What follows belongs to an exercise in optimizing a design on an open flow for small area, a short achievable clock period and few clock cycles per item; a production flow would make more cautious choices. Only simulation tests tie the RTL to the original design; equivalence was not proved.

==> wip/sierra: inputs <==
## rgb_luma_range_compress_top
module rgb_luma_range_compress_top (
  input  wire logic        clk,
  input  wire logic        rst_n,
  input  wire logic        in_tvalid,
  output logic             in_tready,
  input  wire logic [23:0] in_tdata,
  output logic             out_tvalid,
  input  wire logic        out_tready,
  output logic [23:0]      out_tdata
);
  function automatic logic [1:0] fa(input logic a, input logic b, input logic c); fa = {(a & b) | (a & c) | (b & c), a ^ b ^ c}; endfunction
  logic n1;
  logic n2;
  logic n3;
  logic n4;
  logic n5;
  logic n6;
  logic n7;
  logic n8;
  logic n9;
  logic n10;
  logic n11;
  logic n12;
  logic n13;
  logic n14;
  logic n15;
  logic n16;
  logic n17;
  logic n18;
  logic n19;
  logic n20;
  logic n21;
  logic n22;
  logic n23;
  logic n24;
  logic n25;
  logic n26;
  logic n27;
  logic n28;
  logic n29;
  logic n30;
  logic n31;
  logic n32;
  logic n33;
  logic n34;
  logic n35;
  logic n36;
  logic n37;
  logic n38;
  logic n39;
  logic n40;
  logic n41;
  logic n42;
  logic n43;
  logic n44;
  logic n45;
  logic n46;
  logic n47;
  logic n48;
  logic n49;
  logic n50;
  logic n51;
  logic n52;
  logic n53;
  logic n54;
  logic n55;
  logic n56;
  logic n57;
  logic n58;
  ...
Settings: LEC_CHECK=0, CAP_MARGIN=20, CORE_MARGIN=2, CORE_UTILIZATION=40, CTS_BUF_LIST=sky130_fd_sc_hd__clkbuf_8 sky130_fd_sc_hd__clkbuf_4, CTS_CLUSTER_DIAMETER=80, CTS_CLUSTER_SIZE=40, SLEW_MARGIN=20; clock period 7.0 ns.
standard.sh (not shown) runs the stock make flow with config.mk's settings and CLKGATE_MAP_FILE= SYNTH_SCRIPT=/design/flow/synth_recipe.tcl, a recipe that flattens the netlist after the stock synthesis.
==> flow/flow/run.sh <==
#!/bin/bash
# Own layout flow: the standard ORFS flow (standard.sh) with three synthesis changes.
#  1. Yosys's "synth -run fine:" runs with -noabc, so the full adders that the RTL writes
#     through its function fa() reach extract_fa as written.
#  2. extract_fa only looks at the cells made from fa() (selected by their source line),
#     so the carry-propagate adders and the rest stay plain logic for ABC.
#  3. If flow/abc.script exists, ABC maps the logic with it instead of ORFS's script.
#  4. Half-adder cells are don't-use (dontuse.txt: the platform's list plus
#     sky130_fd_sc_hd__ha_*), so only full adders are extracted.
# Registers, their names and their cell types are those of the standard synthesis.
# make's output goes to make.log here; ORFS writes each step's log under orfs/logs.
set -euo pipefail
W=$PWD
LINE=$(grep -n 'function automatic logic \[1:0\] fa(' design.v | head -1 | cut -d: -f1)
{
  echo 'proc synth {args} {'
  echo '  if {[lsearch -exact $args "fine:"] >= 0} {'
  echo '    yosys synth -nofsm -noshare -noabc {*}$args'
  echo '  } else {'
  echo '    yosys synth -nofsm -noshare {*}$args'
  echo '  }'
  echo '}'
  if [[ -n "$LINE" ]]; then
    echo "proc extract_fa {args} { yosys extract_fa {*}\$args a:src=*design.v:$LINE.* }"
  fi
  if [[ -f flow/abc.script ]]; then
    # ABC runs flow/abc.script in place of the ORFS script (same arguments otherwise)
    echo "proc abc {args} { set i [lsearch -exact \$args -script]; if {\$i >= 0} { lset args [expr {\$i+1}] $W/flow/abc.script }; yosys abc {*}\$args }"
  fi
  tail -n +2 synth_recipe.tcl
} > my_synth.tcl
sed -e "s#SYNTH_SCRIPT=[^ ]*#SYNTH_SCRIPT=$W/my_synth.tcl#" standard.sh > my_standard.sh
DU="$(cat flow/dontuse.txt)"
EXTRA=()
if [[ -f flow/extra.mk ]]; then
  while read -r line; do [[ -n "$line" ]] && EXTRA+=("$line"); done < flow/extra.mk
fi
bash my_standard.sh "DONT_USE_CELLS=$DU" "${EXTRA[@]}" finish > make.log 2>&1
==> flow/flow/abc.script <==
&get -n
&st
&dch
&nf
&put
buffer -c
topo
stime -c
upsize -c
dnsize -c
Other scripts of this flow, unchanged in this note and not shown: flow/flow/dontuse.txt, flow/flow/extra.mk
==> wip/tundra: changes against wip/sierra <==
==> flow/flow/abc.script (replaced) <==
&get -n
&st
&dc2
&dch
&nf
&put
buffer -c
topo
stime -c
upsize -c
dnsize -c
Settings changed: CTS_BUF_LIST sky130_fd_sc_hd__clkbuf_8 sky130_fd_sc_hd__clkbuf_4 to unset, CTS_CLUSTER_DIAMETER 80 to unset, CTS_CLUSTER_SIZE 40 to unset, SETUP_SLACK_MARGIN set to 2.4.
==> qor summary <==
                                                                 wip/sierra                  wip/tundra
Starting density of the core                                          40.3%                       40.4%
First-pass GRT wire length                                          35.5 mm                     37.3 mm
Hold path endpoint                                                 q_cb2[3]                    q_cr2[0]
Mean area per synthesized cell                                   11.2 sq um                  11.5 sq um
Worst setup slack after placement                                   2.22 ns                     2.03 ns
CTS Root Buffer Type                              sky130_fd_sc_hd__clkbuf_8  sky130_fd_sc_hd__clkbuf_16
Clock tree skew after final layout                                0.0165 ns                   0.0164 ns
Required time of the critical path                                  7.14 ns                     7.11 ns
Data arrival time of the critical path                              4.91 ns                     4.80 ns
Yosys top cell area share                                             34.9%                       35.9%
TAP cells                                                               378                         341
Maximum fanout count along the critical path                              5                           4
Post-synthesis cell type count                                           59                          50
Least-Margin Pin Slew                                              0.838 ns                    0.897 ns
Status                                     no timing/DRC/antenna violations  no timing/DRC/antenna violations
Area of combinational cells with multiple inputs              0.00751 sq mm               0.00742 sq mm
Core outline area                                              0.0276 sq mm                0.0267 sq mm
Testbench counts of wip/sierra, summed over its fixed seeds: cycles 16,032, items 16,000.
Testbench counts of wip/tundra, summed over its fixed seeds: cycles 16,032, items 16,000.

-- static timing again, ports no longer ideal --
How much do the figures lean on ideal ports? The routed layouts below were timed once more, with nothing changed but the port constraints.
Step 1: set_driving_cell puts a clkbuf_16 on clk and a buf_2 on each other input, an assumption about the parent block.
Step 2, shift: input delay + t, output delay - t, t = (earliest + latest rising clock arrival at the registers) / 2. This alone moves slack from input paths to output paths.
Slacks: no drivers / after step 1 / after step 2; pairs: no drivers / after step 1.
run	t (ns)	setup WS [ns]	hold slack, ns	worst setup path at the end	latest minus earliest clock arrival (ns)
wip/sierra	0.427	2.236 / 2.236 / 2.236	0.421 / 0.421 / 0.421	register to register	0.017 / 0.016
wip/tundra	0.404	2.311 / 2.311 / 2.311	0.422 / 0.422 / 0.422	register to register	0.018 / 0.017
After both steps every run listed still meets setup and hold.
